What follows belongs to an exercise in optimizing a design on an open flow for small area and a short achievable clock period; a production flow would make more cautious choices. Only simulation tests tie the RTL to the original design; equivalence was not proved. No driver is modelled on the clock port, so clocking that relies on it looks cheaper here than on a real chip. Power figures rest on the tool's default switching activity, not on a simulated workload.

$ cat flow/run.sh
#!/bin/bash
# synth_recipe.tcl (not shown) runs the flow's synth.tcl, then flattens the netlist and writes it again
# the make line also repeats each setting of config.mk as NAME=value (left out here)
make -C /OpenROAD-flow-scripts/flow DESIGN_CONFIG=/design/flow/config.mk WORK_HOME=/design/flow/orfs CLKGATE_MAP_FILE= SYNTH_SCRIPT=/design/flow/synth_recipe.tcl finish
$ cat flow/config.mk
export PLATFORM = sky130hd
export DESIGN_NAME = video_top
export DESIGN_NICKNAME = video_top
export VERILOG_FILES = /design/flow/design.v
export SDC_FILE = /design/flow/constraint.sdc
export NUM_CORES = 4
export LEC_CHECK = 0
export CAP_MARGIN = 20
export CORE_MARGIN = 2
export CORE_UTILIZATION = 60
export CTS_CLUSTER_DIAMETER = 100
export CTS_CLUSTER_SIZE = 25
export SETUP_SLACK_MARGIN = 2.0
export SLEW_MARGIN = 20
$ cat flow/constraint.sdc
create_clock -name core_clock -period 4.0 [get_ports {I_clk}]
set_input_delay 0.8000 -clock core_clock [delete_from_list [all_inputs] [get_ports {I_clk}]]
set_output_delay 0.8000 -clock core_clock [all_outputs]
set_load 0.01 [all_outputs]
$ cat flow/design.v
`default_nettype none
package video_pkg;
	localparam int H_TOTAL  = 24;  
	localparam int H_SYNC   = 2;   
	localparam int H_BPORCH = 4;   
	localparam int H_RES    = 16;  
	localparam int V_TOTAL  = 8;   
	localparam int V_SYNC   = 1;   
	localparam int V_BPORCH = 2;   
	localparam int V_RES    = 4;   
	localparam logic HS_POL = 1'b1;
	localparam logic VS_POL = 1'b1;
	localparam int ALIGN_DEPTH = 2;
	localparam int CNT_W = 5;
	typedef enum logic [1:0] {
		PH_SYNC,    
		PH_BPORCH,  
		PH_ACTIVE,  
		PH_FPORCH   
	} line_phase_t;
	typedef struct packed {
		logic [7:0] r;
		logic [7:0] g;
		logic [7:0] b;
	} rgb888_t;
endpackage
`default_nettype wire
`default_nettype none
package buffer_pkg;
	typedef struct packed {
		logic [4:0] r;  
		logic [5:0] g;  
		logic [4:0] b;  
	} rgb565_t;
	localparam int FIFO_DEPTH = 64;  
	localparam int FIFO_AW    = 6;   
endpackage
`default_nettype wire
`timescale 1ns/1ps
`default_nettype none
module video_top (
	input  wire        I_clk,
	input  wire        rst_n1,
	input  wire        de_in,
	input  wire        vs_n_in,    
	input  wire  [7:0] r_in,
	input  wire  [7:0] g_in,
	input  wire  [7:0] b_in,
	output logic       de_out,
	output logic       hs_out,
	output logic       vs_out,
	output logic [7:0] r_out,
	output logic [7:0] g_out,
	output logic [7:0] b_out,
	output logic       overflow,   
	output logic       underflow   
);
	logic        vs_n_d;
	logic        armed;
	logic        wr_en_n;   
	logic [15:0] wr_pixel;
	logic        tg;        
	logic        frame_start;
	assign frame_start = vs_n_d & ~vs_n_in;
	assign wr_en_n     = de_in & (armed | frame_start);
	always_ff @(posedge I_clk or negedge rst_n1)
	begin
		if (!rst_n1)
		begin
			vs_n_d <= 1'b1;
			armed  <= 1'b0;
		end
		else
		begin
			vs_n_d <= vs_n_in;
			if (frame_start)
				armed <= 1'b1;
		end
	end
	always_ff @(posedge I_clk)
		wr_pixel <= {r_in[7:3], g_in[7:2], b_in[7:3]} ^ {16{~tg}};
	logic [4:0] h;
	logic [2:0] v;
	logic       rd_en_n;   
	logic       h_last;
	logic       v_act;
	assign h_last  = (h == 5'd23);
	assign v_act   = (v >= 3'd3) && (v < 3'd7);
	assign rd_en_n = (h >= 5'd4) && (h < 5'd20) && v_act;
	always_ff @(posedge I_clk or negedge rst_n1)
	begin
		if (!rst_n1)
		begin
			h      <= 5'd22;  
			v      <= 3'd7;
			de_out <= 1'b0;
			hs_out <= 1'b0;
			vs_out <= 1'b0;
		end
		else
		begin
			h      <= h_last ? 5'd0 : h + 5'd1;
			if (h_last)
				v <= v + 3'd1;  
			de_out <= (h >= 5'd6) && (h < 5'd22) && v_act;
			hs_out <= (h < 5'd2);
			vs_out <= (v == 3'd0);
		end
	end
	logic [15:0] s [0:63];
	logic [6:0]  count;
	logic        wr_ok;     
	logic        rd_ok;     
	logic        keep_k;    
	logic        clr_k1;    
	logic        ce_wr;     
	logic        co_wr;     
	logic        wpar;      
	logic        ovf_ev;    
	logic        unf_ev;    
	logic [7:0]  wc;        
	logic [7:0]  wr;        
	logic [7:0]  hc [0:3];  
	logic [7:0]  hr;        
	logic       inc, dec;
	logic       is0, is1, is62, is63, is64;
	logic       full_n, empty_n, c63_n, wr_ok_n, rd_ok_n, wpar_n;
	always_comb
	begin
		inc     = wr_ok & ~rd_ok;
		dec     = rd_ok & ~wr_ok;
		is0     = (count == 7'd0);
		is1     = (count == 7'd1);
		is62    = (count == 7'd62);
		is63    = (count == 7'd63);
		is64    = count[6];
		full_n  = (is64 & ~rd_ok) | (is63 & inc);
		empty_n = (is0 & ~wr_ok) | (is1 & dec);
		c63_n   = (is63 & ~inc & ~dec) | (is62 & inc) | (is64 & dec);
		wr_ok_n = wr_en_n & ~full_n;
		rd_ok_n = rd_en_n & ~empty_n;
		wpar_n  = wpar ^ wr_ok;
	end
	always_ff @(posedge I_clk or negedge rst_n1)
	begin
		if (!rst_n1)
		begin
			tg        <= 1'b0;
			count     <= '0;
			wr_ok     <= 1'b0;
			rd_ok     <= 1'b0;
			keep_k    <= 1'b0;
			clr_k1    <= 1'b0;
			ce_wr     <= 1'b0;
			co_wr     <= 1'b0;
			wpar      <= 1'b0;
			ovf_ev    <= 1'b0;
			unf_ev    <= 1'b0;
			wc        <= 8'h01;
			wr        <= 8'h01;
			for (int q = 0; q < 4; q++)
				hc[q] <= 8'h01;
			hr        <= 8'h01;
			overflow  <= 1'b0;
			underflow <= 1'b0;
		end
		else
		begin
			tg     <= ~tg;
			if (inc)
				count <= count + 7'd1;
			else if (dec)
				count <= count - 7'd1;
			wr_ok  <= wr_ok_n;
			rd_ok  <= rd_ok_n;
			keep_k <= full_n & ~rd_ok_n;
			clr_k1 <= wr_ok_n & (~c63_n | rd_ok_n);
			ce_wr  <= wr_ok_n & ~wpar_n;
			co_wr  <= wr_ok_n & wpar_n;
			wpar   <= wpar_n;
			ovf_ev <= wr_en_n & full_n;
			unf_ev <= rd_en_n & empty_n;
			if (wr_ok)
			begin
				wc <= {wc[6:0], wc[7]};
				if (wc[7])
					wr <= {wr[6:0], wr[7]};
			end
			if (rd_ok)
			begin
				for (int q = 0; q < 4; q++)
					hc[q] <= {hc[q][6:0], hc[q][7]};
				if (hc[0][7])
					hr <= {hr[6:0], hr[7]};
			end
			if (ovf_ev)
				overflow <= 1'b1;
			if (unf_ev)
				underflow <= 1'b1;
		end
	end
	logic [7:0]  xk;
	logic [7:0]  xk1;
	logic [7:0]  zc;
	logic [63:0] rsel;
	logic [15:0] ce;    
	logic [15:0] co;    
	always_comb
	begin
		xk  = wc & {8{~keep_k}};
		xk1 = wc & {8{clr_k1}};
		zc  = xk | {xk1[6:0], 1'b0};
		for (int a = 0; a < 8; a++)
		begin
			rsel[8*a] = (wr[a] & xk[0]) | (wr[(a + 7) % 8] & xk1[7]);
			for (int b = 1; b < 8; b++)
				rsel[8*a+b] = wr[a] & zc[b];
		end
		ce = {16{~ce_wr}} | wr_pixel;
		co = {16{~co_wr}} | wr_pixel;
	end
	always_ff @(posedge I_clk)
	begin
		for (int i = 0; i < 64; i++)
			s[i] <= ~(s[i] | ({16{rsel[i]}} & ((i % 2 == 0) ? ce : co)));
	end
	logic [15:0] rd_lo;
	logic [15:0] rd_hi;
	logic [15:0] rd_lo_d;
	logic [15:0] rd_hi_d;
	logic [15:0] row_data [0:7];
	logic        okd;
	always_comb
	begin
		for (int i = 0; i < 8; i++)
		begin
			row_data[i] = '0;
			for (int j = 0; j < 8; j++)
				row_data[i] = row_data[i] | (s[8*i+j] & {16{hc[i/2][j]}});
		end
		rd_lo_d = '0;
		rd_hi_d = '0;
		for (int i = 0; i < 4; i++)
		begin
			rd_lo_d = rd_lo_d | (row_data[i] & {16{hr[i]}});
			rd_hi_d = rd_hi_d | (row_data[i+4] & {16{hr[i+4]}});
		end
	end
	logic [15:0] pix_q;
	always_ff @(posedge I_clk)
	begin
		rd_lo <= rd_lo_d;
		rd_hi <= rd_hi_d;
		okd   <= rd_ok;
		pix_q <= okd ? ((rd_lo | rd_hi) ^ {16{~tg}}) : 16'd0;  
	end
	assign r_out = {pix_q[15:11], 3'b000};
	assign g_out = {pix_q[10:5], 2'b00};
	assign b_out = {pix_q[4:0], 3'b000};
endmodule
`default_nettype wire
==> results of run 1 <==
[cells in the final DEF, fill, tap and decap left out, drive strengths merged, types with 2 or more instances in the layout]
master and n:
inv 15, mux2 54, dfrtp 74, o21bai 2
and2 2, xnor2 21, nand2b 34, xor2 7
o21ai 24, nor2b 58, or2 3, mux2i 2
nand2 43, a21boi 16, conb 8, nor3 4
a21oi 1026, nand3 6, dfstp 14, buf 81
a22oi 583, dfxtp 1089, clkdlybuf4s50 18, nor4 2
nor3b 2, nand4 130, a22o 8, or3 17
nor2 10, a221oi 2, clkbuf 69, ha 12
[per-stage QoR]
stage / instances / instance area, sq um
after global placement: 4210 / 38880
after floorplan: 3675 / 38550
final: 4293 / 40580
after CTS: 4288 / 40420
after global routing: 4293 / 40580
after detailed placement: 4210 / 38880
[how the worst max path moves through the flow]
stage	slack (ns)	end	start
5_1_grt	1.89	s[16][7]	clr_k1
3_5_place_dp	1.53	s[35][14]	co_wr
2_1_floorplan	2.00	count[5]	rd_ok
6_report	1.96	s[23][8]	keep_k
4_1_cts	1.82	s[23][8]	clr_k1
3_3_place_gp	1.63	s[35][14]	co_wr
[cell usage after synthesis, types with 2 or more instances]
master,n
or2_2,3
a22oi_1,576
nand2b_1,34
xnor2_1,21
inv_1,13
ha_1,12
a21boi_0,16
a22oi_2,7
mux2i_1,2
or3_1,17
o21bai_1,2
dfstp_2,14
a221oi_1,2
nor2b_1,58
nand4_1,130
dfrtp_1,74
xor2_1,7
nand3_1,6
mux2_2,54
buf_4,8
a22o_1,8
buf_1,4
nor4_1,2
dfxtp_1,1089
nor3_1,4
clkbuf_1,314
nor2_1,10
a21oi_1,1026
buf_2,71
nand2_1,43
o21ai_0,24
[per-layer routing]
metal / vias to the layer above / part of all wire (%)
met4: 2 / 3.9
met1: 14900 / 41
met5: - / 0.0072
met3: 263 / 11
li1: 12880 / -
met2: 1794 / 44
[sequential cells by signal (all words and copies together), names as in the netlist, 3 cells and up]
signal and flops:
wr_pixel 16, count 7, s 1024, wc 8, rd_lo 16, wr 8, v 3, h 5
rd_hi 16, hr 8, pix_q 16, hc 32
[cell families after synthesis]
logic type,after synthesis
and+or+nand+nor,316
AOI/OAI and AO/OA,1666
DFF,1177
buffers and inverters,412
adders and majority gates,12
other,1
muxes,56
xor gates and xnor gates,28
[critical path: cells and delay by family (launching register included)]
family | cells | cell delay (ns)
AO/OA/AOI/OAI | 2 | 1.05
flip-flops | 1 | 0.43
AND/OR/NAND/NOR | 1 | 0.32
buffers and inverters | 1 | 0.13
[repair_timing]
item | CTS | global route
endpoints found under the setup margin | 922 | 547
pin swaps | 2 | 0
resized for setup | 122 | 20
setup buffers | 7 | 4
[cell type report]
class,instances,share of cell area (%)
Timing Repair Buffer,99,1.918
Clock buffer,69,3.521
Sequential cell,1177,59.39
Inverter,14,0.1295
Multi-Input combinational cell,2086,32.34
Clock inverter,2,0.09558
Tap cell,846,2.609
[power breakdown]
| part | switching [mW] | internal [mW] |
|---|---|---|
| registers | 0.169 | 11.8 |
| logic | 1.28 | 0.238 |
| clock network | 3.63 | 2.53 |
| total | 5.07 | 14.6 |
==> impl_metrics.env, run 1 <==
export IMPL_core_sq_mm=0.06331
export IMPL_worstMarginPinSlew_ns=1.225
export IMPL_diodes=0
export IMPL_cts_inserted_buffers=53
export IMPL_r2r_end="s[23][8]"
export IMPL_ys_flop_type="dfxtp_1"
export IMPL_synthMuxAreaShare_pct=1.631
export IMPL_ys_seq_elements=1177
export IMPL_syn_inst=3668
export IMPL_via_count=29840
export IMPL_r2r_start="keep_k"
export IMPL_area_delta_synth_final_pct=5.357
export IMPL_cpPeakStageDelay_ns=0.81
export IMPL_worst_path_max_fanout=16
export IMPL_power_density_mw_per_mm2=483.9
export IMPL_drv_cap=0
export IMPL_grt_total_usage_pct=36.40
export IMPL_synth_adder_area_share_pct=0.3898
export IMPL_grt_pass1_wl_um=182100
export IMPL_cp_start_kind="register"
export IMPL_grt_max_degree=75
export IMPL_synthTopCellsByArea="dfxtp_1 (57%), a21oi_1 (13%), a22oi_1 (11%)"
export IMPL_h_tree_depth=2
export IMPL_yosysUniqueCellTypes=48
export IMPL_maxSlewViolCount=0
export IMPL_antenna_found_initial=4
export IMPL_power_mw=19.63
export IMPL_die_y_um=257.4
export IMPL_wl_per_cell_um=29.04
export IMPL_cts_root_buf="clkbuf_16"
export IMPL_period_share_pct=50.97
export IMPL_ff_latch_area_sq_mm=0.02410
export IMPL_p_leak_nw=16.61
export IMPL_final_nets=3471
export IMPL_reg2reg_depth=4
export IMPL_syn_cell_area_sq_mm=0.03852
export IMPL_min_period_ns=2.039
export IMPL_postSynth_asyncResetShare_pct=7.477
export IMPL_wirelength_um=124700
export IMPL_row_count=92
export IMPL_multi_input_comb_area_sq_mm=0.01312
export IMPL_synthSimpleGateAreaFrac_pct=4.811
export IMPL_hold_class="in2async"
export IMPL_fillerInstances=4971
export IMPL_cp_slowest_cell="a22oi_2"
export IMPL_antenna_left=0
export IMPL_ir_drop_mv=0.4243
export IMPL_grtUsageMet3_pct=6.659
export IMPL_tns_ns=0
export IMPL_gp_congestion=0.8511
export IMPL_cp_end_kind="register"
export IMPL_r2r_slack_ns=1.96
export IMPL_synth_warnings=4
export IMPL_finClkSkew_ns=0.04776
export IMPL_rsz0062_at_grt="true"
export IMPL_status="finished clean"
export IMPL_hpwlAfterDp_um=70080
export IMPL_fin_util_pct=64.09
export IMPL_clock_sinks=1177
export IMPL_use_met1_pct=52.14
export IMPL_clockBufferDepth=3
export IMPL_place_worst_setup_slack_ns=1.529
export IMPL_busiest_layer="met2"
export IMPL_synth_top_family_by_area="compound AO/OA/AOI/OAI gates"
export IMPL_drt_vias_per_instance=6.951
export IMPL_cts_hold_buf=0
export IMPL_synth_top_cell_area_share_pct=56.60
export IMPL_die_w_um=257.4
export IMPL_crit_required_ns=4.55
export IMPL_ys_seq_area_share_pct=62.37
export IMPL_synth_edf_count=0
export IMPL_synth_compound_area_share_pct=25.81
export IMPL_worstPathArrival_ns=2.59
export IMPL_grt_ovfl_total=0
export IMPL_setup_viol=0
export IMPL_drtPass1Iterations=5
export IMPL_hold_ws_ns=0.03334
export IMPL_post_route_drc_count=0
export IMPL_cts_tree="yes"
export IMPL_io_pin_count=57
export IMPL_first_global_vias=28650
export IMPL_grt_use_met2_pct=55.03
export IMPL_drt_iter0_drc=3998
export IMPL_yosys_area_top_type="dfxtp_1"
export IMPL_clk_pin_slew_worst_paths_ns=0.10
export IMPL_layout_drive_gt1_share_pct=9.196
export IMPL_cp_cell_sequence="inv_2, a22oi_2, nor2b_4, a21oi_1"
export IMPL_die_area_sq_mm=0.06624
export IMPL_port_buffers=40
export IMPL_fmax_mhz=490.5
export IMPL_hold_viol=0
export IMPL_insertion_delay_ns=0.67
export IMPL_slew_headroom_pct=18.36
export IMPL_synth_avg_cell_area_sq_um=10.50
export IMPL_crit_type="reg2reg"
export IMPL_initial_utilization_pct=60.84
export IMPL_synth_xor_area_share_pct=0.6367
export IMPL_setup_ws_ns=1.961
==> run 2, diff against run 1 <==
--- a/flow/config.mk
+++ b/flow/config.mk
@@ -12,3 +12,3 @@
 export CTS_CLUSTER_SIZE = 25
-export SETUP_SLACK_MARGIN = 2.0
+export SETUP_SLACK_MARGIN = 2.15
 export SLEW_MARGIN = 20
==> impl_metrics.env, run 2 <==
export IMPL_synth_warnings=4
export IMPL_yosysUniqueCellTypes=48
export IMPL_final_common_cell="dfxtp_1"
export IMPL_crit_required_ns=3.20
export IMPL_r2r_start="hc[1][5]"
export IMPL_rsz0062_at_grt="true"
export IMPL_setup_ws_ns=2.005
export IMPL_tns_ns=0
export IMPL_yosysMostFrequentCell="dfxtp_1"
export IMPL_drtPass1Iterations=6
export IMPL_layout_top_registers="s (1024), hc (32)"
export IMPL_drv_cap=0
export IMPL_finClkSkew_ns=0.02991
export IMPL_ir_drop_mv=0.4526
export IMPL_wirelength_um=129700
export IMPL_io_pin_count=57
export IMPL_cts_hold_buf=0
export IMPL_period_share_pct=49.89
export IMPL_cts_root_buf="clkbuf_16"
export IMPL_worstMarginPinSlew_ns=0.8108
export IMPL_synth_top_cell_area_share_pct=56.60
export IMPL_setup_viol=0
export IMPL_drt_vias_per_instance=6.963
export IMPL_first_global_vias=28660
export IMPL_synthTopCellsByCount="dfxtp_1 (1089), a21oi_1 (1026), a22oi_1 (576)"
export IMPL_synth_edf_count=0
export IMPL_synthTopCellsByArea="dfxtp_1 (57%), a21oi_1 (13%), a22oi_1 (11%)"
export IMPL_drt_iter0_drc=4303
export IMPL_clk_pin_slew_worst_paths_ns=0.10
export IMPL_port_buffers=40
export IMPL_final_cell_mix="dfxtp_1 (1077), a21oi_1 (1026), a22oi_1 (569), nand4_1 (130), buf_4 (69)"
export IMPL_reg2reg_depth=4
export IMPL_row_count=92
export IMPL_power_density_mw_per_mm2=466.2
export IMPL_largest_register="s"
export IMPL_cts_tree="yes"
export IMPL_r2r_end="rd_lo[15]"
export IMPL_clock_sinks=1177
export IMPL_hpwlAfterDp_um=70810
export IMPL_core_sq_mm=0.06331
export IMPL_postSynth_asyncResetShare_pct=7.477
export IMPL_yosys_area_top_type="dfxtp_1"
export IMPL_ys_seq_area_share_pct=62.37
export IMPL_cpPeakStageDelay_ns=0.40
export IMPL_cp_endpoint="overflow"
export IMPL_grt_max_degree=46
export IMPL_cp_slowest_cell="dfrtp_1"
export IMPL_via_count=30310
export IMPL_hold_viol=0
export IMPL_grt_total_usage_pct=36.80
export IMPL_maxSlewViolCount=0
export IMPL_hold_class="in2async"
export IMPL_grt_ovfl_total=0
export IMPL_slew_headroom_pct=45.94
export IMPL_place_worst_setup_slack_ns=1.497
export IMPL_initial_utilization_pct=60.84
export IMPL_crit_type="reg2out"
export IMPL_wl_per_cell_um=29.80
export IMPL_worstPathArrival_ns=1.20
export IMPL_antenna_found_initial=5
export IMPL_area_delta_synth_final_pct=9.167
export IMPL_cp_end_kind="output port"
export IMPL_status="finished clean"
export IMPL_ys_flop_type="dfxtp_1"
export IMPL_post_route_drc_count=0
export IMPL_grt_pass1_wl_um=183600
export IMPL_worst_path_max_fanout=2
export IMPL_die_w_um=257.4
export IMPL_insertion_delay_ns=0.65
export IMPL_crit_buf_inv=1
export IMPL_cp_start_kind="register"
export IMPL_p_leak_nw=17.26
export IMPL_r2r_slack_ns=2.10
export IMPL_layout_drive_gt1_share_pct=11.32
export IMPL_path_delay_family="flip-flops"
export IMPL_path_depth=1
export IMPL_synth_avg_cell_area_sq_um=10.50
export IMPL_fmax_mhz=501.2
export IMPL_clockBufferDepth=3
export IMPL_h_tree_depth=2
export IMPL_syn_inst=3668
export IMPL_crit_start="overflow"
export IMPL_die_y_um=257.4
export IMPL_final_nets=3531
export IMPL_cp_cell_sequence="buf_2"
export IMPL_cts_inserted_buffers=53
export IMPL_die_area_sq_mm=0.06624
export IMPL_largest_register_ffs=1024
export IMPL_syn_cell_area_sq_mm=0.03852
export IMPL_antenna_left=0
export IMPL_gp_congestion=0.8948
export IMPL_diodes=0
export IMPL_min_period_ns=1.995
export IMPL_ys_seq_elements=1177
-- run 2: cell counts after synthesis --
No cell type changed its count.
-- run 2: report_power, final --
group / internal, mW / switching (mW) / leakage [nW]
sequential: 11.8 / 0.207 / 10.2
combinational: 0.268 / 1.27 / 6.33
clock: 2.45 / 3.61 / 0.685
-- run 2: layer usage --
| layer | up-vias | GRT usage, % | part of all wire, % |
|---|---|---|---|
| met3 | 307 | 8.649 | 12 |
| li1 | 13020 | - | - |
| met5 | - | 0 | 0.023 |
| met4 | 4 | 14.64 | 4.2 |
| met1 | 15020 | 51.45 | 41 |
| met2 | 1959 | 55.34 | 44 |
-- run 2: worst reg2reg max path: stages (launching register included) --
cell,delay [ns]
dfrtp_4,0.72
a22oi_1,0.32
nand4_1,0.30
a22oi_2,0.36
nand2_1,0.10
-- run 2: logic make-up after synthesis --
kind of cell | count (synthesis) | share of synthesized area, %
adders and majority gates | 12 | 0.3898
other | 1 | 0.009736
buffers and inverters | 412 | 4.343
DFF | 1177 | 62.37
AOI/OAI and AO/OA | 1666 | 25.81
muxes | 56 | 1.631
xor gates and xnor gates | 28 | 0.6367
and+or+nand+nor | 316 | 4.811
-- run 2: repair_timing --
item | in CTS | in global routing
buffers inserted | 25 | 49
gates resized for setup | 211 | 33
endpoints found under the setup margin | 1097 | 224
cloned | 0 | 0
pin swaps | 8 | 2
-- run 2: worst min path at each step --
stage | startpoint | endpoint | slack, ns | cells past startpoint
floorplan | rd_ok | okd | 0.37 | 0
global placement | s[18][2] | s[18][2] | 0.40 | 1
detailed placement | s[52][13] | s[52][13] | 0.40 | 1
CTS | rst_n1 | count[3] | 0.17 | 1
global route | rst_n1 | vs_out | 0.21 | 1
finish | rst_n1 | vs_out | 0.17 | 1
-- run 2: through the flow --
| stage | std cells | util (%) | instance area (sq um) | hold slack [ns] | total power [mW] |
|---|---|---|---|---|---|
| 5_1_grt | 4353 | 66.41 | 42050 | 0.2110 | 20.09 |
| 2_1_floorplan | 3675 | - | 38560 | 0.3702 | 12.98 |
| 4_1_cts | 4304 | 64.74 | 40990 | 0.1678 | 19.55 |
| 6_report | 4353 | 66.41 | 42050 | 0.1703 | 19.60 |
| 3_3_place_gp | 4208 | 61.44 | 38900 | 0.3966 | 13.61 |
| 3_5_place_dp | 4208 | 61.44 | 38900 | 0.3996 | 13.65 |
-- run 2: layout make-up --
class                      count  area, sq um
clock buffer                  70         1390
clock inverter                 1        30.03
fill                        4785        21260
inverter                      14        52.55
multi-input combinational   2086        13370
sequential                  1177        24170
tap                          846         1059
timing repair buffer         159         1974
==> run 3, diff against run 2 <==
--- a/flow/config.mk
+++ b/flow/config.mk
@@ -12,3 +12,3 @@
 export CTS_CLUSTER_SIZE = 25
-export SETUP_SLACK_MARGIN = 2.15
+export SETUP_SLACK_MARGIN = 2.35
 export SLEW_MARGIN = 20
==> impl_metrics.env, run 3 <==
export IMPL_multi_input_comb_area_sq_mm=0.01439
export IMPL_ff_latch_area_sq_mm=0.02417
export IMPL_power_share_clock_pct=30.7
export IMPL_r2r_slack_ns=2.16
export IMPL_first_global_vias=30100
export IMPL_h_tree_depth=2
export IMPL_power_density_mw_per_mm2=441.0
export IMPL_die_w_um=257.4
export IMPL_drv_cap=0
export IMPL_ir_drop_mv=0.4170
export IMPL_hold_class="in2async"
export IMPL_yosysMostFrequentCell="dfxtp_1"
export IMPL_synthTopCellsByArea="dfxtp_1 (57%), a21oi_1 (13%), a22oi_1 (11%)"
export IMPL_tns_ns=0
export IMPL_postSynth_asyncResetShare_pct=7.477
export IMPL_final_cell_mix="dfxtp_1 (1079), a21oi_1 (1025), a22oi_1 (404), a22oi_2 (179), buf_4 (156)"
export IMPL_clockBufferDepth=3
export IMPL_antenna_found_initial=4
export IMPL_period_share_pct=49.83
export IMPL_port_buffers=40
export IMPL_p_leak_nw=18.74
export IMPL_io_pin_count=57
export IMPL_cp_start_kind="register"
export IMPL_largest_register="s"
export IMPL_crit_required_ns=3.20
export IMPL_slew_headroom_pct=33.39
export IMPL_fin_area_sq_mm=0.04562
export IMPL_clock_sinks=1177
export IMPL_cts_hold_buf=0
export IMPL_maxSlewViolCount=0
export IMPL_final_nets=3736
export IMPL_post_route_drc_count=0
export IMPL_insertion_delay_ns=0.66
export IMPL_placed_cells=4210
export IMPL_drtPass1Iterations=6
export IMPL_status="finished clean"
export IMPL_p_int_mw=14.80
export IMPL_initial_utilization_pct=60.84
export IMPL_cts_inserted_buffers=53
export IMPL_via_count=32160
export IMPL_die_y_um=257.4
export IMPL_drt_vias_per_instance=7.054
export IMPL_r2r_start="hc[2][3]"
export IMPL_drt_iter0_drc=4750
export IMPL_synthTopCellsByCount="dfxtp_1 (1089), a21oi_1 (1026), a22oi_1 (576)"
export IMPL_setup_ws_ns=2.007
export IMPL_row_count=92
export IMPL_antenna_left=0
export IMPL_r2r_end="rd_hi[0]"
export IMPL_p_sw_mw=5.325
export IMPL_place_worst_setup_slack_ns=1.636
export IMPL_cp_cell_sequence="buf_2"
export IMPL_fin_util_pct=72.06
export IMPL_hpwlAfterDp_um=70230
export IMPL_yosysUniqueCellTypes=48
export IMPL_clk_pin_slew_worst_paths_ns=0.10
export IMPL_gp_congestion=0.9053
export IMPL_worst_path_max_fanout=2
export IMPL_finClkSkew_ns=0.03462
export IMPL_cp_slowest_cell="dfrtp_1"
export IMPL_hold_viol=0
export IMPL_core_sq_mm=0.06331
export IMPL_grt_pass1_wl_um=194200
export IMPL_fillerInstances=4393
export IMPL_syn_inst=3668
export IMPL_place_area_sq_mm=0.03893
export IMPL_fmax_mhz=501.7
export IMPL_setup_viol=0
export IMPL_area_delta_synth_final_pct=18.46
export IMPL_largest_register_ffs=1024
export IMPL_rsz0062_at_grt="true"
export IMPL_grt_total_usage_pct=39.01
export IMPL_synth_avg_cell_area_sq_um=10.50
export IMPL_yosys_area_top_type="dfxtp_1"
export IMPL_cpPeakStageDelay_ns=0.39
export IMPL_ys_seq_elements=1177
export IMPL_wl_per_cell_um=31.10
export IMPL_p_seq_share_pct=59.4
export IMPL_cts_root_buf="clkbuf_16"
export IMPL_power_mw=20.12
export IMPL_final_common_cell="dfxtp_1"
export IMPL_cp_end_kind="output port"
export IMPL_crit_buf_inv=1
export IMPL_hold_ws_ns=0.1437
export IMPL_ys_seq_area_share_pct=62.37
export IMPL_p_sw_share_pct=26.46
export IMPL_synth_top_cell_area_share_pct=56.60
export IMPL_synth_warnings=4
export IMPL_grt_ovfl_total=0
export IMPL_layout_drive_gt1_share_pct=21.47
export IMPL_die_area_sq_mm=0.06624
export IMPL_pwr_share_comb_pct=9.9
export IMPL_synth_edf_count=0
export IMPL_min_period_ns=1.993
export IMPL_diodes=0
export IMPL_syn_cell_area_sq_mm=0.03852
export IMPL_cts_tree="yes"
export IMPL_grt_max_degree=44
export IMPL_worstPathArrival_ns=1.19
export IMPL_ys_flop_type="dfxtp_1"
export IMPL_path_delay_family="flip-flops"
export IMPL_layout_top_registers="s (1024), hc (32)"
export IMPL_worstMarginPinSlew_ns=0.9991
export IMPL_fin_cells=4559
export IMPL_crit_type="reg2out"
export IMPL_reg2reg_depth=6
export IMPL_wirelength_um=141800
-- run 3: power groups by stage --
stage / clock, mW / sequential, mW / combinational (mW)
final: 6.18 / 11.9 / 1.99
after floorplan: 0 / 12.1 / 0.874
after global routing: 6.58 / 12.0 / 2.00
after CTS: 6.18 / 12.0 / 1.55
after global placement: 0 / 12.2 / 1.38
after detailed placement: 0 / 12.2 / 1.42
-- run 3: area by class of cell --
type | instances | area share [%]
sequential | 1177 | 52.98
tap | 846 | 2.320
clock buffer | 70 | 3.140
timing repair buffer | 360 | 9.799
clock inverter | 2 | 0.08502
inverter | 14 | 0.1371
multi-input combinational | 2090 | 31.54
-- run 3: what timing repair did --
action                     4_1_cts  5_1_grt
gates resized for setup        287      234
setup endpoints to repair     1125      271
cloned                           5       16
pin swaps                       78      167
buffers inserted               158       98
-- run 3: worst register-to-register path, cell delays in order, from the launching register on --
cell and delay (ns):
dfrtp_4 0.51, buf_12 0.16, buf_12 0.14, a22oi_2 0.15, nand4_1 0.34, a22oi_1 0.27, nand2_1 0.13
-- run 3: worst max path at each step --
stage / cells past startpoint / slack [ns] / from / to
3_3_place_gp: 4 / 1.73 / wc[0] / s[32][5]
3_5_place_dp: 3 / 1.64 / clr_k1 / s[32][4]
6_report: 1 / 2.01 / overflow / overflow
2_1_floorplan: 9 / 2.34 / rd_ok / count[5]
5_1_grt: 1 / 1.99 / underflow / underflow
4_1_cts: 1 / 1.98 / overflow / overflow
-- run 3: metal layers --
metal | share of wire, % | up-vias | GRT usage [%] | wire length [um]
met1 | 39 | 16000 | 53.96 | 55480
met5 | 0.0071 | - | 0 | 10
li1 | - | 13450 | - | -
met3 | 13 | 349 | 9.180 | 18090
met4 | 4.2 | 2 | 15.90 | 5990
met2 | 44 | 2358 | 59.13 | 62230
-- run 3: cells by family (layout without fill, tap and decap cells) --
logic type,Yosys count,in the layout,synth area share (%)
xor gates and xnor gates,28,28,0.6367
AOI/OAI and AO/OA,1666,1667,25.81
buffers and inverters,412,446,4.343
adders and majority gates,12,12,0.3898
DFF,1177,1177,62.37
and+or+nand+nor,316,319,4.811
muxes,56,56,1.631
other,1,8,0.009736
==> run 4, diff against run 3 <==
--- a/flow/config.mk
+++ b/flow/config.mk
@@ -9,6 +9,7 @@
 export CORE_MARGIN = 2
-export CORE_UTILIZATION = 60
+export CORE_UTILIZATION = 55
 export CTS_CLUSTER_DIAMETER = 100
 export CTS_CLUSTER_SIZE = 25
-export SETUP_SLACK_MARGIN = 2.35
+export PLACE_DENSITY = 0.72
+export SETUP_SLACK_MARGIN = 2.0
 export SLEW_MARGIN = 20
==> impl_metrics.env, run 4 <==
export IMPL_status="finished clean"
export IMPL_h_tree_depth=2
export IMPL_fmax_mhz=480.8
export IMPL_syn_cell_area_sq_mm=0.03852
export IMPL_cts_root_buf="clkbuf_16"
export IMPL_hpwlAfterDp_um=66190
export IMPL_die_y_um=268.6
export IMPL_drv_cap=0
export IMPL_slew_headroom_pct=21.55
export IMPL_largest_register_ffs=1024
export IMPL_fin_util_pct=58.57
export IMPL_crit_type="reg2reg"
export IMPL_ir_drop_mv=0.3499
export IMPL_synth_avg_cell_area_sq_um=10.50
export IMPL_top_layer="met4"
export IMPL_grt_total_usage_pct=32.04
export IMPL_row_count=97
export IMPL_ys_flop_type="dfxtp_1"
export IMPL_largest_register="s"
export IMPL_initial_utilization_pct=55.29
export IMPL_cp_start_kind="register"
export IMPL_ys_seq_elements=1177
export IMPL_clk_pin_slew_worst_paths_ns=0.10
export IMPL_first_global_vias=27120
export IMPL_rsz0062_at_grt="true"
export IMPL_finClkSkew_ns=0.03761
export IMPL_final_common_cell="dfxtp_1"
export IMPL_yosysUniqueCellTypes=48
export IMPL_worstMarginPinSlew_ns=1.177
export IMPL_grt_ovfl_total=0
export IMPL_final_nets=3493
export IMPL_drtPass1Iterations=6
export IMPL_hold_viol=0
export IMPL_placed_cells=4325
export IMPL_setup_viol=0
export IMPL_io_pin_count=57
export IMPL_wl_met2_um=51620
export IMPL_drt_vias_per_instance=6.639
export IMPL_worst_path_max_fanout=32
export IMPL_wl_met1_um=50060
export IMPL_crit_required_ns=4.56
export IMPL_antenna_found_initial=1
export IMPL_grt_max_degree=65
export IMPL_yosysMostFrequentCell="dfxtp_1"
export IMPL_syn_inst=3668
export IMPL_dr_wl_met3_um=11340
export IMPL_power_density_mw_per_mm2=480.8
export IMPL_grt_pass1_wl_um=173600
export IMPL_synthTopCellsByArea="dfxtp_1 (57%), a21oi_1 (13%), a22oi_1 (11%)"
export IMPL_cts_tree="yes"
export IMPL_clock_sinks=1177
export IMPL_hold_class="in2async"
export IMPL_via_count=29310
export IMPL_wirelength_um=118200
export IMPL_die_w_um=268.6
export IMPL_antenna_left=0
export IMPL_port_buffers=40
export IMPL_drt_iter0_drc=4015
export IMPL_layout_drive_gt1_share_pct=9.358
export IMPL_synth_edf_count=0
export IMPL_clockBufferDepth=3
export IMPL_area_delta_synth_final_pct=5.945
export IMPL_cts_inserted_buffers=53
export IMPL_ys_seq_area_share_pct=62.37
export IMPL_power_mw=19.62
export IMPL_gp_congestion=0.8646
export IMPL_synth_warnings=4
export IMPL_insertion_delay_ns=0.66
export IMPL_core_sq_mm=0.06966
export IMPL_maxSlewViolCount=0
export IMPL_layout_top_registers="s (1024), hc (32)"
export IMPL_post_route_drc_count=0
export IMPL_cp_end_kind="register"
export IMPL_die_area_sq_mm=0.07216
export IMPL_worstPathArrival_ns=2.64
export IMPL_tns_ns=0
export IMPL_synthTopCellsByCount="dfxtp_1 (1089), a21oi_1 (1026), a22oi_1 (576)"
export IMPL_final_cell_mix="dfxtp_1 (1085), a21oi_1 (1026), a22oi_1 (572), nand4_1 (130), buf_4 (80)"
export IMPL_wl_per_cell_um=26.78
export IMPL_p_leak_nw=16.81
export IMPL_period_share_pct=52.00
export IMPL_cts_hold_buf=0
export IMPL_synth_top_cell_area_share_pct=56.60
export IMPL_fin_cells=4414
export IMPL_postSynth_asyncResetShare_pct=7.477
export IMPL_min_period_ns=2.080
export IMPL_yosys_area_top_type="dfxtp_1"
==> run 4: cell types whose count changed in the layout (fill, tap and decap cells not counted), moves of 16 or more <==
cell,change
a22oi_1,+168
a22oi_2,-168
buf_12,-74
buf_16,-16
buf_4,-76
buf_6,-55
buf_8,-16
dfrtp_2,+16
dfrtp_4,-28
nand2b_4,-17
nor2b_1,+19
nor2b_4,-21
==> run 4: layout make-up <==
cell class / instances / area (sq um)
fill: 5838 / 28860
sequential: 1177 / 24080
multi-input combinational: 2086 / 13080
clock buffer: 73 / 1444
tap: 940 / 1176
timing repair buffer: 121 / 929.6
inverter: 14 / 52.55
clock inverter: 2 / 38.79
antenna: 1 / 2.502
==> run 4: final timing paths <==
path | startpoint | to | slack (ns) | cells past startpoint
worst max register to register | ce_wr | s[58][6] | 1.92 | 2
worst min register to register | s[54][11] | s[54][11] | 0.41 | 1
min in group core_clock | s[54][11] | s[54][11] | 0.41 | 1
max in group asynchronous | rst_n1 | hc[1][0] | 2.92 | 2
worst min-delay path | rst_n1 | count[4] | 0.26 | 1
worst max-delay path | ce_wr | s[58][6] | 1.92 | 2
==> run 4: report_power, final <==
part | leakage [nW] | switching (mW) | internal (mW) | total (mW)
clock network | 0.715 | 3.65 | 2.54 | 6.19
registers | 10.3 | 0.199 | 11.8 | 12.0
logic | 5.83 | 1.21 | 0.227 | 1.44
==> run 4: cells by family after synthesis <==
family / share of synthesized area (%)
AOI/OAI and AO/OA: 25.81
xor gates and xnor gates: 0.6367
adders and majority gates: 0.3898
buffers and inverters: 4.343
DFF: 62.37
muxes: 1.631
other: 0.009736
and+or+nand+nor: 4.811
==> run 4: critical path, cell delays in order, from the launching register on <==
cell      delay, ns
dfrtp_2        0.79
nand2b_2       0.81
a21oi_1        0.36
==> run 4: per-stage QoR <==
stage | worst slack (ns) | instance area [sq um] | hold slack (ns)
2_1_floorplan | 2.001 | 38550 | 0.3693
3_3_place_gp | 1.679 | 39120 | 0.3961
3_5_place_dp | 1.633 | 39120 | 0.3996
4_1_cts | 1.717 | 40620 | 0.2694
5_1_grt | 1.918 | 40800 | 0.3035
6_report | 1.920 | 40810 | 0.2583
==> run 4: per-layer routing <==
layer	vias to the layer above	global-route usage [%]
met5	-	0
met4	0	13.23
met3	249	5.324
met2	1626	48.09
met1	14480	46.03
li1	12950	-
==> run 4: what timing repair did <==
item	in CTS	in global routing
buffers inserted	3	10
endpoints found under the setup margin	1032	1032
gates resized for setup	106	37
pin swaps	0	3
==> run 5, diff against run 4 <==
==> flow/flow/run.sh (new file) <==
#!/bin/bash
# Standard layout, except that the clock port drives the first level of the
# clock tree directly: after CTS the root buffer CTS puts at the port (which
# drives only the few buffers of the next level) is removed and those
# buffers are connected to the port net. Every register keeps the same
# number of buffer levels from the port, so the tree stays balanced.
set -euo pipefail
here=$(pwd)
res=$here/orfs/results/$FLOW_PLATFORM/video_top/base
bash standard.sh synth > $here/make_synth.log 2>&1
bash standard.sh floorplan place cts > $here/make_place_cts.log 2>&1
FLOW_RES=$res openroad -no_init -exit $here/flow/rootfix.tcl > $here/rootfix.log 2>&1
bash standard.sh finish > $here/make_finish.log 2>&1
==> flow/flow/rootfix.tcl (new file) <==
set res $::env(FLOW_RES)
read_db $res/4_cts.odb
set block [ord::get_db_block]
set clk [$block findBTerm I_clk]
set inet [$clk getNet]
set loads {}
foreach it [$inet getITerms] { lappend loads $it }
if {[llength $loads] != 1} {
  puts "rootfix: port net has [llength $loads] loads, left as is"
  exit 0
}
set root [[lindex $loads 0] getInst]
set master [[$root getMaster] getName]
if {![string match "sky130_fd_sc_hd__clkbuf_*" $master]} {
  puts "rootfix: port load $master is not a clock buffer, left as is"
  exit 0
}
set onet ""
foreach it [$root getITerms] {
  if {[$it isOutputSignal]} { set onet [$it getNet] }
}
set sinks {}
foreach it [$onet getITerms] {
  if {[$it isInputSignal]} { lappend sinks $it }
}
if {[llength $sinks] > 4} {
  puts "rootfix: root drives [llength $sinks] pins, left as is"
  exit 0
}
foreach it $sinks {
  set m [[[$it getInst] getMaster] getName]
  if {![string match "sky130_fd_sc_hd__clkbuf_*" $m]} {
    puts "rootfix: root drives $m, left as is"
    exit 0
  }
}
puts "rootfix: removing [$root getName] ($master), port now drives [llength $sinks] buffers"
foreach it $sinks {
  $it disconnect
  $it connect $inet
}
odb::dbInst_destroy $root
odb::dbNet_destroy $onet
write_db $res/4_cts.odb
==> flow/standard.sh (new file) <==
#!/bin/bash
# synth_recipe.tcl (not shown) runs the flow's synth.tcl, then flattens the netlist and writes it again
# the make line also repeats each setting of config.mk as NAME=value (left out here)
make -C /OpenROAD-flow-scripts/flow DESIGN_CONFIG=/design/flow/config.mk WORK_HOME=/design/flow/orfs CLKGATE_MAP_FILE= SYNTH_SCRIPT=/design/flow/synth_recipe.tcl "${@:-finish}"
--- a/flow/config.mk
+++ b/flow/config.mk
@@ -9,7 +9,6 @@
 export CORE_MARGIN = 2
-export CORE_UTILIZATION = 55
+export CORE_UTILIZATION = 60
 export CTS_CLUSTER_DIAMETER = 100
 export CTS_CLUSTER_SIZE = 25
-export PLACE_DENSITY = 0.72
-export SETUP_SLACK_MARGIN = 2.0
+export SETUP_SLACK_MARGIN = 2.3
 export SLEW_MARGIN = 20
removed: flow/run.sh
==> impl_metrics.env, run 5 <==
export IMPL_gp_congestion=0.9308
export IMPL_syn_cell_area_sq_mm=0.03852
export IMPL_slew_headroom_pct=40.23
export IMPL_fmax_mhz=545.3
export IMPL_cp_start_kind="register"
export IMPL_multi_input_comb_area_sq_mm=0.01403
export IMPL_clk_pin_slew_worst_paths_ns=0.10
export IMPL_p_sw_share_pct=25.96
export IMPL_wirelength_um=136000
export IMPL_period_share_pct=45.84
export IMPL_rsz0062_at_grt="true"
export IMPL_antenna_found_initial=3
export IMPL_synth_warnings=4
export IMPL_die_y_um=257.4
export IMPL_clockBufferDepth=3
export IMPL_maxSlewViolCount=0
export IMPL_diodes=0
export IMPL_syn_inst=3668
export IMPL_worstMarginPinSlew_ns=0.8965
export IMPL_ys_flop_type="dfxtp_1"
export IMPL_ff_latch_area_sq_mm=0.02417
export IMPL_hold_viol=0
export IMPL_pwr_share_comb_pct=8.2
export IMPL_clock_sinks=1177
export IMPL_status="finished clean"
export IMPL_place_area_sq_mm=0.03885
export IMPL_ys_seq_elements=1177
export IMPL_ir_drop_mv=0.3848
export IMPL_p_sw_mw=5.115
export IMPL_first_global_vias=29920
export IMPL_p_seq_share_pct=61.0
export IMPL_power_share_clock_pct=30.8
export IMPL_hold_class="in2async"
export IMPL_cts_tree="yes"
export IMPL_antenna_left=0
export IMPL_power_density_mw_per_mm2=441.9
export IMPL_synth_avg_cell_area_sq_um=10.50
export IMPL_cp_end_kind="register"
export IMPL_placed_cells=4199
export IMPL_grt_total_usage_pct=38.36
export IMPL_layout_drive_gt1_share_pct=18.76
export IMPL_insertion_delay_ns=0.47
export IMPL_io_pin_count=57
export IMPL_fin_area_sq_mm=0.04460
export IMPL_worst_path_max_fanout=17
export IMPL_final_cell_mix="dfxtp_1 (1078), a21oi_1 (1025), a22oi_1 (469), buf_4 (143), nand4_1 (130)"
export IMPL_grt_max_degree=70
export IMPL_die_area_sq_mm=0.06624
export IMPL_area_delta_synth_final_pct=15.78
export IMPL_p_leak_nw=18.36
export IMPL_drt_iter0_drc=4581
export IMPL_fin_cells=4513
export IMPL_min_period_ns=1.834
export IMPL_drt_vias_per_instance=6.964
export IMPL_grt_ovfl_total=0
export IMPL_crit_type="reg2reg"
export IMPL_final_nets=3690
export IMPL_hold_ws_ns=0.2450
export IMPL_synth_edf_count=0
export IMPL_hpwlAfterDp_um=69970
export IMPL_crit_required_ns=4.34
export IMPL_cts_root_buf="clkbuf_16"
export IMPL_core_sq_mm=0.06331
export IMPL_final_common_cell="dfxtp_1"
export IMPL_synth_top_cell_area_share_pct=56.60
export IMPL_via_count=31430
export IMPL_wl_per_cell_um=30.14
export IMPL_layout_top_registers="s (1024), hc (32)"
export IMPL_ys_seq_area_share_pct=62.37
export IMPL_cts_inserted_buffers=53
export IMPL_reg2reg_depth=6
export IMPL_row_count=92
export IMPL_drv_cap=0
export IMPL_synthTopCellsByArea="dfxtp_1 (57%), a21oi_1 (13%), a22oi_1 (11%)"
export IMPL_initial_utilization_pct=60.84
export IMPL_h_tree_depth=2
export IMPL_largest_register_ffs=1024
export IMPL_largest_register="s"
export IMPL_r2r_start="hc[2][4]"
export IMPL_die_w_um=257.4
export IMPL_power_mw=19.71
export IMPL_yosysUniqueCellTypes=48
export IMPL_yosysMostFrequentCell="dfxtp_1"
export IMPL_p_int_mw=14.59
export IMPL_port_buffers=40
export IMPL_finClkSkew_ns=0.03163
export IMPL_yosys_area_top_type="dfxtp_1"
export IMPL_postSynth_asyncResetShare_pct=7.477
export IMPL_setup_viol=0
export IMPL_synthTopCellsByCount="dfxtp_1 (1089), a21oi_1 (1026), a22oi_1 (576)"
export IMPL_r2r_slack_ns=2.17
export IMPL_drtPass1Iterations=6
export IMPL_tns_ns=0
export IMPL_post_route_drc_count=0
export IMPL_r2r_end="rd_hi[14]"
export IMPL_worstPathArrival_ns=2.18
export IMPL_fillerInstances=4559
export IMPL_grt_pass1_wl_um=191500
[run 5: how the worst max path moves through the flow]
stage               startpoint        end  slack [ns]  cells after the start
floorplan                rd_ok   count[5]        2.24                      9
global placement         wc[0]  s[40][13]        1.75                      4
detailed placement       co_wr   s[43][6]        1.65                      2
CTS                  underflow  underflow        2.00                      1
global route          hc[2][1]   rd_hi[9]        2.15                      6
finish                hc[2][4]  rd_hi[14]        2.17                      6
[run 5: repair_timing]
item                       4_1_cts  5_1_grt
pin swaps                       50       96
resized for setup              285      169
setup endpoints to repair     1110      489
setup buffers                  151       82
gates cloned                     5        5
hold endpoints to repair         0        0
hold buffers                     0        0
[run 5: power by group through the flow]
| stage | registers (mW) | clock network (mW) | logic, mW |
|---|---|---|---|
| 2_1_floorplan | 12.1 | 0 | 0.860 |
| 3_3_place_gp | 12.2 | 0 | 1.36 |
| 3_5_place_dp | 12.2 | 0 | 1.39 |
| 4_1_cts | 12.0 | 6.19 | 1.44 |
| 5_1_grt | 12.0 | 6.46 | 1.62 |
| 6_report | 12.0 | 6.07 | 1.61 |
[run 5: metrics by stage]
step | setup WS, ns | util (%)
6_report | 2.166 | 70.44
5_1_grt | 2.152 | 70.44
3_3_place_gp | 1.750 | 61.37
2_1_floorplan | 2.244 | -
4_1_cts | 2.001 | 68.12
3_5_place_dp | 1.647 | 61.37
[run 5: cell families after synthesis]
kind of cell | after synthesis | share of synthesized area (%)
AOI/OAI and AO/OA | 1666 | 25.81
xor gates and xnor gates | 28 | 0.6367
other | 1 | 0.009736
muxes | 56 | 1.631
adders and majority gates | 12 | 0.3898
DFF | 1177 | 62.37
and+or+nand+nor | 316 | 4.811
buffers and inverters | 412 | 4.343
[run 5: worst max-delay path, cell delays in order, from the launching register on]
cell     delay [ns]
dfrtp_4        0.52
buf_6          0.15
buf_8          0.16
a22oi_1        0.21
nand4_1        0.31
a22oi_1        0.25
nand2_1        0.10
[run 5: routing by layer]
| metal | up-vias | routed length (um) | global-route usage (%) |
|---|---|---|---|
| li1 | 13340 | - | - |
| met3 | 311 | 15750 | 9.043 |
| met1 | 15660 | 54160 | 52.98 |
| met2 | 2120 | 60420 | 57.72 |
| met5 | - | 23 | 0 |
| met4 | 4 | 5656 | 16.80 |
[run 5: layout make-up]
cell class              count  area share, %
multi-input cells        2086          31.45
well taps                 846          2.374
repair buffers            319          8.585
clock buffers              69          3.156
clock inverters             2        0.08698
flip-flops and latches   1177          54.21
inverters                  14         0.1347
==> run 6, diff against run 5 <==
--- a/flow/config.mk
+++ b/flow/config.mk
@@ -12,3 +12,3 @@
 export CTS_CLUSTER_SIZE = 25
-export SETUP_SLACK_MARGIN = 2.3
+export SETUP_SLACK_MARGIN = 2.15
 export SLEW_MARGIN = 20
==> impl_metrics.env, run 6 <==
export IMPL_ir_drop_mv=0.4498
export IMPL_p_sw_mw=5.016
export IMPL_clockBufferDepth=3
export IMPL_cp_endpoint="rd_lo[8]"
export IMPL_cpPeakStageDelay_ns=0.71
export IMPL_grt_pass1_wl_um=183600
export IMPL_grt_max_degree=46
export IMPL_p_leak_nw=17.23
export IMPL_post_route_drc_count=0
export IMPL_largest_register="s"
export IMPL_cp_slowest_cell="dfrtp_4"
export IMPL_drtPass1Iterations=6
export IMPL_fmax_mhz=525.5
export IMPL_die_y_um=257.4
export IMPL_slew_headroom_pct=46.64
export IMPL_gp_congestion=0.8948
export IMPL_first_global_vias=28670
export IMPL_synthTopCellsByArea="dfxtp_1 (57%), a21oi_1 (13%), a22oi_1 (11%)"
export IMPL_cp_start_kind="register"
export IMPL_postSynth_asyncResetShare_pct=7.477
export IMPL_cp_cell_sequence="a22oi_1, nand4_1, a22oi_1, nand2_1"
export IMPL_area_delta_synth_final_pct=8.911
export IMPL_yosysUniqueCellTypes=48
export IMPL_ys_seq_elements=1177
export IMPL_worst_path_max_fanout=34
export IMPL_p_int_mw=14.48
export IMPL_hold_class="in2async"
export IMPL_synth_avg_cell_area_sq_um=10.50
export IMPL_port_buffers=40
export IMPL_ff_latch_area_sq_mm=0.02416
export IMPL_power_density_mw_per_mm2=464.7
export IMPL_diodes=0
export IMPL_fillerInstances=4798
export IMPL_grt_ovfl_total=0
export IMPL_syn_cell_area_sq_mm=0.03852
export IMPL_wirelength_um=129700
export IMPL_p_seq_share_pct=61.6
export IMPL_cts_inserted_buffers=53
export IMPL_worstPathArrival_ns=2.24
export IMPL_cp_end_kind="register"
export IMPL_synth_top_cell_area_share_pct=56.60
export IMPL_min_period_ns=1.903
export IMPL_cts_root_buf="clkbuf_16"
export IMPL_die_area_sq_mm=0.06624
export IMPL_layout_drive_gt1_share_pct=11.02
export IMPL_largest_register_ffs=1024
export IMPL_crit_start="hc[1][5]"
export IMPL_r2r_end="rd_lo[8]"
export IMPL_r2r_slack_ns=2.10
export IMPL_clk_pin_slew_worst_paths_ns=0.10
export IMPL_hold_viol=0
export IMPL_ys_seq_area_share_pct=62.37
export IMPL_via_count=30290
export IMPL_power_share_clock_pct=30.5
export IMPL_grt_total_usage_pct=36.71
export IMPL_drt_vias_per_instance=6.964
export IMPL_final_common_cell="dfxtp_1"
export IMPL_reg2reg_depth=4
export IMPL_layout_top_registers="s (1024), hc (32)"
export IMPL_finClkSkew_ns=0.03059
export IMPL_hpwlAfterDp_um=70810
export IMPL_maxSlewViolCount=0
export IMPL_crit_type="reg2reg"
export IMPL_synth_edf_count=0
export IMPL_r2r_start="hc[1][5]"
export IMPL_placed_cells=4208
export IMPL_setup_viol=0
export IMPL_antenna_found_initial=5
export IMPL_final_nets=3528
export IMPL_path_delay_family="flip-flops"
export IMPL_crit_top_cell="a22oi_1"
export IMPL_core_sq_mm=0.06331
export IMPL_synthTopCellsByCount="dfxtp_1 (1089), a21oi_1 (1026), a22oi_1 (576)"
export IMPL_drv_cap=0
export IMPL_initial_utilization_pct=60.84
export IMPL_drt_iter0_drc=4212
export IMPL_final_cell_mix="dfxtp_1 (1084), a21oi_1 (1026), a22oi_1 (570), nand4_1 (130), buf_4 (69)"
export IMPL_crit_required_ns=4.33
export IMPL_io_pin_count=57
export IMPL_yosys_area_top_type="dfxtp_1"
export IMPL_hold_ws_ns=0.3744
export IMPL_die_w_um=257.4
export IMPL_worstMarginPinSlew_ns=0.8004
export IMPL_yosysMostFrequentCell="dfxtp_1"
export IMPL_pwr_share_comb_pct=7.9
export IMPL_antenna_left=0
export IMPL_insertion_delay_ns=0.45
export IMPL_fin_cells=4350
export IMPL_path_depth=4
export IMPL_clock_sinks=1177
export IMPL_h_tree_depth=2
export IMPL_crit_buf_inv=0
export IMPL_status="finished clean"
export IMPL_wl_per_cell_um=29.81
export IMPL_syn_inst=3668
export IMPL_p_sw_share_pct=25.73
export IMPL_row_count=92
export IMPL_period_share_pct=47.58
export IMPL_cts_tree="yes"
export IMPL_synth_warnings=4
export IMPL_tns_ns=0
export IMPL_multi_input_comb_area_sq_mm=0.01337
export IMPL_rsz0062_at_grt="true"
export IMPL_ys_flop_type="dfxtp_1"
-- run 6: stage by stage --
step / area [sq um] / setup slack, ns / power (mW) / utilization (%)
finish: 41950 / 2.097 / 19.49 / 66.26
detailed placement: 38900 / 1.497 / 13.65 / 61.44
floorplan: 38560 / 2.171 / 12.98 / -
global placement: 38900 / 1.547 / 13.61 / 61.44
global route: 41950 / 2.120 / 19.97 / 66.26
CTS: 40990 / 1.930 / 19.55 / 64.74
-- run 6: layer usage --
layer	up-vias	global-route usage (%)	part of all wire, %
met5	-	0	0.021
met4	4	14.64	4.1
met3	291	8.658	12
met2	1963	55.29	44
met1	15020	51.21	41
li1	13010	-	-
-- run 6: layout make-up --
class	count	area share [%]
Multi-Input combinational cell	2086	31.87
Clock inverter	1	0.07159
Inverter	14	0.1253
Sequential cell	1177	57.59
Clock buffer	69	3.254
Timing Repair Buffer	157	4.564
Tap cell	846	2.523
-- run 6: power groups by stage --
stage / Clock [mW] / Sequential, mW / Combinational, mW
after global routing: 6.39 / 12.0 / 1.56
after global placement: 0 / 12.2 / 1.38
final: 5.95 / 12.0 / 1.54
after CTS: 6.09 / 12.0 / 1.45
after floorplan: 0 / 12.1 / 0.859
after detailed placement: 0 / 12.2 / 1.42
-- run 6: worst reg2reg max path, cell delays in order, from the launching register on --
cell and delay, ns:
dfrtp_4 0.71, a22oi_1 0.29, nand4_1 0.28, a22oi_1 0.41, nand2_1 0.10
-- run 6: cell families after synthesis --
family,Yosys count,share of synthesized area (%)
other,1,0.009736
and+or+nand+nor,316,4.811
AOI/OAI and AO/OA,1666,25.81
adders and majority gates,12,0.3898
buffers and inverters,412,4.343
DFF,1177,62.37
muxes,56,1.631
xor gates and xnor gates,28,0.6367
-- run 6: worst min-delay path by stage --
stage	start	endpoint	slack, ns	depth (start not counted)
final	rst_n1	wr_ok	0.37	1
after global routing	rst_n1	vs_out	0.41	1
after CTS	rst_n1	count[3]	0.17	1
after detailed placement	s[52][13]	s[52][13]	0.40	1
after global placement	s[18][2]	s[18][2]	0.40	1
after floorplan	rd_ok	okd	0.37	0
-- run 6: repair_timing --
action | 4_1_cts | 5_1_grt
hold buffers | 0 | 0
pin swaps | 8 | 2
endpoints found under the setup margin | 1097 | 202
resized for setup | 211 | 17
setup buffers | 25 | 47
==> run 7, diff against run 6 <==
==> flow/flow/rootfix.tcl (replaced) <==
set res $::env(FLOW_RES)
read_db $res/4_cts.odb
set block [ord::get_db_block]
set clk [$block findBTerm I_clk]
set inet [$clk getNet]
set loads {}
foreach it [$inet getITerms] { lappend loads $it }
proc try_remove_root {block inet loads} {
  if {[llength $loads] != 1} {
    puts "rootfix: port net has [llength $loads] loads, left as is"
    return
  }
  set root [[lindex $loads 0] getInst]
  set master [[$root getMaster] getName]
  if {![string match "sky130_fd_sc_hd__clkbuf_*" $master]} {
    puts "rootfix: port load $master is not a clock buffer, left as is"
    return
  }
  set onet ""
  foreach it [$root getITerms] {
    if {[$it isOutputSignal]} { set onet [$it getNet] }
  }
  set sinks {}
  foreach it [$onet getITerms] {
    if {[$it isInputSignal]} { lappend sinks $it }
  }
  if {[llength $sinks] > 4} {
    puts "rootfix: root drives [llength $sinks] pins, left as is"
    return
  }
  foreach it $sinks {
    set m [[[$it getInst] getMaster] getName]
    if {![string match "sky130_fd_sc_hd__clkbuf_*" $m]} {
      puts "rootfix: root drives $m, left as is"
      return
    }
  }
  puts "rootfix: removing [$root getName] ($master), port now drives [llength $sinks] buffers"
  foreach it $sinks {
    $it disconnect
    $it connect $inet
  }
  odb::dbInst_destroy $root
  odb::dbNet_destroy $onet
}
try_remove_root $block $inet $loads

# two clkbuf_1 in series in front of each read register's clock pin
set db [ord::get_db]
set bufm [$db findMaster sky130_fd_sc_hd__clkbuf_1]
set n 0
foreach inst [$block getInsts] {
  set nm [$inst getName]
  if {![string match "rd_lo*" $nm] && ![string match "rd_hi*" $nm]} { continue }
  set ck [$inst findITerm CLK]
  if {$ck eq "NULL" || $ck eq ""} { continue }
  set cnet [$ck getNet]
  set loc [$inst getLocation]
  set prev $cnet
  for {set k 0} {$k < 2} {incr k} {
    set b [odb::dbInst_create $block $bufm "rdskew_${n}_$k"]
    set bn [odb::dbNet_create $block "rdskew_net_${n}_$k"]
    $bn setSigType CLOCK
    [$b findITerm A] connect $prev
    [$b findITerm X] connect $bn
    $b setLocation [lindex $loc 0] [lindex $loc 1]
    $b setPlacementStatus PLACED
    set prev $bn
  }
  $ck disconnect
  $ck connect $prev
  incr n
}
puts "rootfix: delayed the clock of $n read registers"
global_connect
detailed_placement
check_placement
write_db $res/4_cts.odb
--- a/flow/config.mk
+++ b/flow/config.mk
@@ -12,3 +12,3 @@
 export CTS_CLUSTER_SIZE = 25
-export SETUP_SLACK_MARGIN = 2.15
+export SETUP_SLACK_MARGIN = 2.35
 export SLEW_MARGIN = 20
==> impl_metrics.env, run 7 <==
export IMPL_final_common_cell="dfxtp_1"
export IMPL_drv_cap=0
export IMPL_area_delta_synth_final_pct=14.54
export IMPL_wirelength_um=136500
export IMPL_largest_register_ffs=1024
export IMPL_hold_viol=0
export IMPL_cp_cell_sequence="buf_2"
export IMPL_die_area_sq_mm=0.06624
export IMPL_initial_utilization_pct=60.84
export IMPL_insertion_delay_ns=0.68
export IMPL_tns_ns=0
export IMPL_synth_top_cell_area_share_pct=56.60
export IMPL_clock_sinks=1177
export IMPL_r2r_start="tg"
export IMPL_synth_warnings=4
export IMPL_setup_viol=0
export IMPL_die_y_um=257.4
export IMPL_power_density_mw_per_mm2=460.6
export IMPL_row_count=92
export IMPL_synth_avg_cell_area_sq_um=10.50
export IMPL_place_worst_setup_slack_ns=1.636
export IMPL_setup_ws_ns=2.178
export IMPL_fmax_mhz=548.9
export IMPL_reg2reg_depth=2
export IMPL_grt_ovfl_total=0
export IMPL_busiest_layer="met2"
export IMPL_power_share_clock_pct=32.0
export IMPL_min_period_ns=1.822
export IMPL_antenna_found_initial=3
export IMPL_cp_end_kind="output port"
export IMPL_syn_inst=3668
export IMPL_clk_pin_slew_worst_paths_ns=0.10
export IMPL_worst_path_max_fanout=2
export IMPL_drtPass1Iterations=8
export IMPL_r2r_end="pix_q[5]"
export IMPL_crit_required_ns=3.20
export IMPL_drt_vias_per_instance=6.987
export IMPL_yosys_area_top_type="dfxtp_1"
export IMPL_grtUsageMet3_pct=8.816
export IMPL_cp_slowest_cell="dfrtp_1"
export IMPL_grt_total_usage_pct=39.06
export IMPL_port_buffers=40
export IMPL_hold_class="in2async"
export IMPL_power_mw=20.32
export IMPL_synth_edf_count=0
export IMPL_syn_cell_area_sq_mm=0.03852
export IMPL_cpPeakStageDelay_ns=0.41
export IMPL_cts_root_buf="clkbuf_16"
export IMPL_wl_per_cell_um=30.07
export IMPL_period_share_pct=45.54
export IMPL_die_w_um=257.4
export IMPL_p_sw_mw=5.368
export IMPL_yosysMostFrequentCell="dfxtp_1"
export IMPL_synthTopCellsByArea="dfxtp_1 (57%), a21oi_1 (13%), a22oi_1 (11%)"
export IMPL_postSynth_asyncResetShare_pct=7.477
export IMPL_final_nets=3715
export IMPL_h_tree_depth=2
export IMPL_slew_headroom_pct=40.22
export IMPL_cts_inserted_buffers=53
export IMPL_grt_use_met2_pct=59.37
export IMPL_first_global_vias=30500
export IMPL_use_met1_pct=54.11
export IMPL_layout_drive_gt1_share_pct=15.76
export IMPL_io_pin_count=57
export IMPL_drt_iter0_drc=4710
export IMPL_crit_type="reg2out"
export IMPL_clockBufferDepth=3
export IMPL_maxSlewViolCount=0
export IMPL_p_seq_share_pct=58.9
export IMPL_yosysUniqueCellTypes=48
export IMPL_worstPathArrival_ns=1.02
export IMPL_ys_flop_type="dfxtp_1"
export IMPL_layout_top_registers="s (1024), hc (32)"
export IMPL_grt_max_degree=44
export IMPL_finClkSkew_ns=0.2436
export IMPL_final_cell_mix="dfxtp_1 (1079), a21oi_1 (1025), a22oi_1 (528), nand4_1 (130), buf_4 (120)"
export IMPL_cp_endpoint="overflow"
export IMPL_p_leak_nw=18.16
export IMPL_multi_input_comb_area_sq_mm=0.01375
export IMPL_cts_tree="yes"
export IMPL_worstMarginPinSlew_ns=0.8968
export IMPL_pwr_share_comb_pct=9.1
export IMPL_ir_drop_mv=0.4296
export IMPL_antenna_left=0
export IMPL_p_int_mw=14.95
export IMPL_cp_start_kind="register"
export IMPL_post_route_drc_count=0
export IMPL_core_sq_mm=0.06331
export IMPL_path_delay_family="flip-flops"
export IMPL_path_depth=1
export IMPL_rsz0062_at_grt="true"
export IMPL_ys_seq_area_share_pct=62.37
export IMPL_synthTopCellsByCount="dfxtp_1 (1089), a21oi_1 (1026), a22oi_1 (576)"
export IMPL_gp_congestion=0.9053
export IMPL_ff_latch_area_sq_mm=0.02417
export IMPL_via_count=31730
export IMPL_hpwlAfterDp_um=70230
export IMPL_ys_seq_elements=1177
export IMPL_grt_pass1_wl_um=194900
export IMPL_status="finished clean"
export IMPL_p_sw_share_pct=26.42
export IMPL_crit_start="overflow"
export IMPL_cts_hold_buf=0
export IMPL_largest_register="s"
export IMPL_r2r_slack_ns=2.26
export IMPL_fillerInstances=4576
export IMPL_crit_buf_inv=1
-- run 7: power groups by stage --
stage          clock [mW]  combinational (mW)  sequential, mW
5_1_grt              6.93                1.87            12.0
2_1_floorplan           0               0.874            12.1
4_1_cts              6.18                1.55            12.0
3_3_place_gp            0                1.38            12.2
3_5_place_dp            0                1.42            12.2
6_report             6.49                1.85            12.0
-- run 7: worst register-to-register path, stage by stage (launching register included) --
cell and delay, ns:
dfrtp_4 0.60, or3_1 0.40, a21boi_0 0.55
-- run 7: worst min-delay path by stage --
stage | to | startpoint | slack, ns
2_1_floorplan | okd | rd_ok | 0.39
3_3_place_gp | s[21][1] | s[21][1] | 0.40
3_5_place_dp | s[13][4] | s[13][4] | 0.40
4_1_cts | hs_out | rst_n1 | 0.14
5_1_grt | hs_out | rst_n1 | 0.37
6_report | wpar | rst_n1 | 0.33
-- run 7: metal layers --
metal	wire, um	part of all wire [%]
met1	54570	40
met2	59640	44
met3	16450	12
met4	5860	4.3
met5	14	0.010
-- run 7: logic make-up (layout without fill, tap and decap cells) --
kind of cell / count (synthesis) / count (layout) / synth area share, %
flops: 1177 / 1177 / 62.37
mux: 56 / 56 / 1.631
other cells: 1 / 11 / 0.009736
fa+ha+maj: 12 / 12 / 0.3898
buf+inv: 412 / 426 / 4.343
simple gates: 316 / 318 / 4.811
compound gates: 1666 / 1667 / 25.81
xor+xnor: 28 / 28 / 0.6367
-- run 7: repair_timing --
| item | in CTS | in global routing |
|---|---|---|
| pin swaps | 78 | 20 |
| gates cloned | 5 | 7 |
| setup endpoints to repair | 1125 | 240 |
| setup buffers | 158 | 23 |
| gates resized for setup | 287 | 65 |
-- run 7: area by class of cell --
cell class                      instances  share of cell area (%)
Sequential cell                      1177                   54.79
Multi-Input combinational cell       2089                   31.17
Timing Repair Buffer                  277                   7.669
Clock buffer                           69                   3.191
Tap cell                              846                   2.399
Buffer                                 64                  0.5445
Inverter                               14                  0.1361
Clock inverter                          2                 0.08792
Antenna cell                            3                 0.01702
-- run 7: through the flow --
| step | instances | util (%) | instance area (sq um) | hold slack (ns) |
|---|---|---|---|---|
| finish | 4541 | 69.68 | 44120 | 0.3340 |
| global route | 4538 | 69.67 | 44110 | 0.3734 |
| global placement | 4210 | 61.49 | 38930 | 0.3968 |
| detailed placement | 4210 | 61.49 | 38930 | 0.3996 |
| floorplan | 3675 | - | 38610 | 0.3859 |
| CTS | 4445 | 68.51 | 43370 | 0.1390 |

port drivers added, routing unchanged:
In the flow no input, the clock included, has a driving cell. The finished layouts below were timed again as built, in two steps. Step 1: set_driving_cell puts a clkbuf_16 on I_clk and a buf_2 on each other input, an assumption about the parent block. Step 2 adds t to the input delays and takes it off the output delays; t is the mean of the earliest and latest rising clock arrival at the registers after step 1. Input paths then give back, and output paths get back, about the clock's delay inside the block. Three values: ideal, step 1, step 2; two values: the first two.
| run | shift t [ns] | setup WS [ns] | hold slack, ns | clock arrival spread, ns |
|---|---|---|---|---|
| run 1 | 0.711 | 1.961 / 1.937 / 1.800 | 0.033 / -0.005 / 0.411 | 0.051 / 0.051 |
| run 2 | 0.707 | 2.005 / 1.937 / 1.820 | 0.170 / 0.129 / 0.412 | 0.030 / 0.030 |
| run 3 | 0.712 | 2.007 / 1.941 / 1.808 | 0.144 / 0.105 / 0.412 | 0.036 / 0.035 |
| run 4 | 0.712 | 1.920 / 1.920 / 1.920 | 0.258 / 0.216 / 0.412 | 0.045 / 0.045 |
| run 5 | 0.584 | 2.166 / 2.076 / 1.903 | 0.245 / 0.139 / 0.412 | 0.041 / 0.042 |
| run 6 | 0.574 | 2.097 / 2.070 / 1.795 | 0.374 / 0.266 / 0.411 | 0.031 / 0.030 |
| run 7 | 0.694 | 2.178 / 2.040 / 1.878 | 0.334 / 0.222 / 0.411 | 0.243 / 0.244 |
After both steps every run listed still meets setup and hold. The setup slack of run 6, which loses most, moves by -0.027 ns with the drivers and by -0.302 ns with both steps.
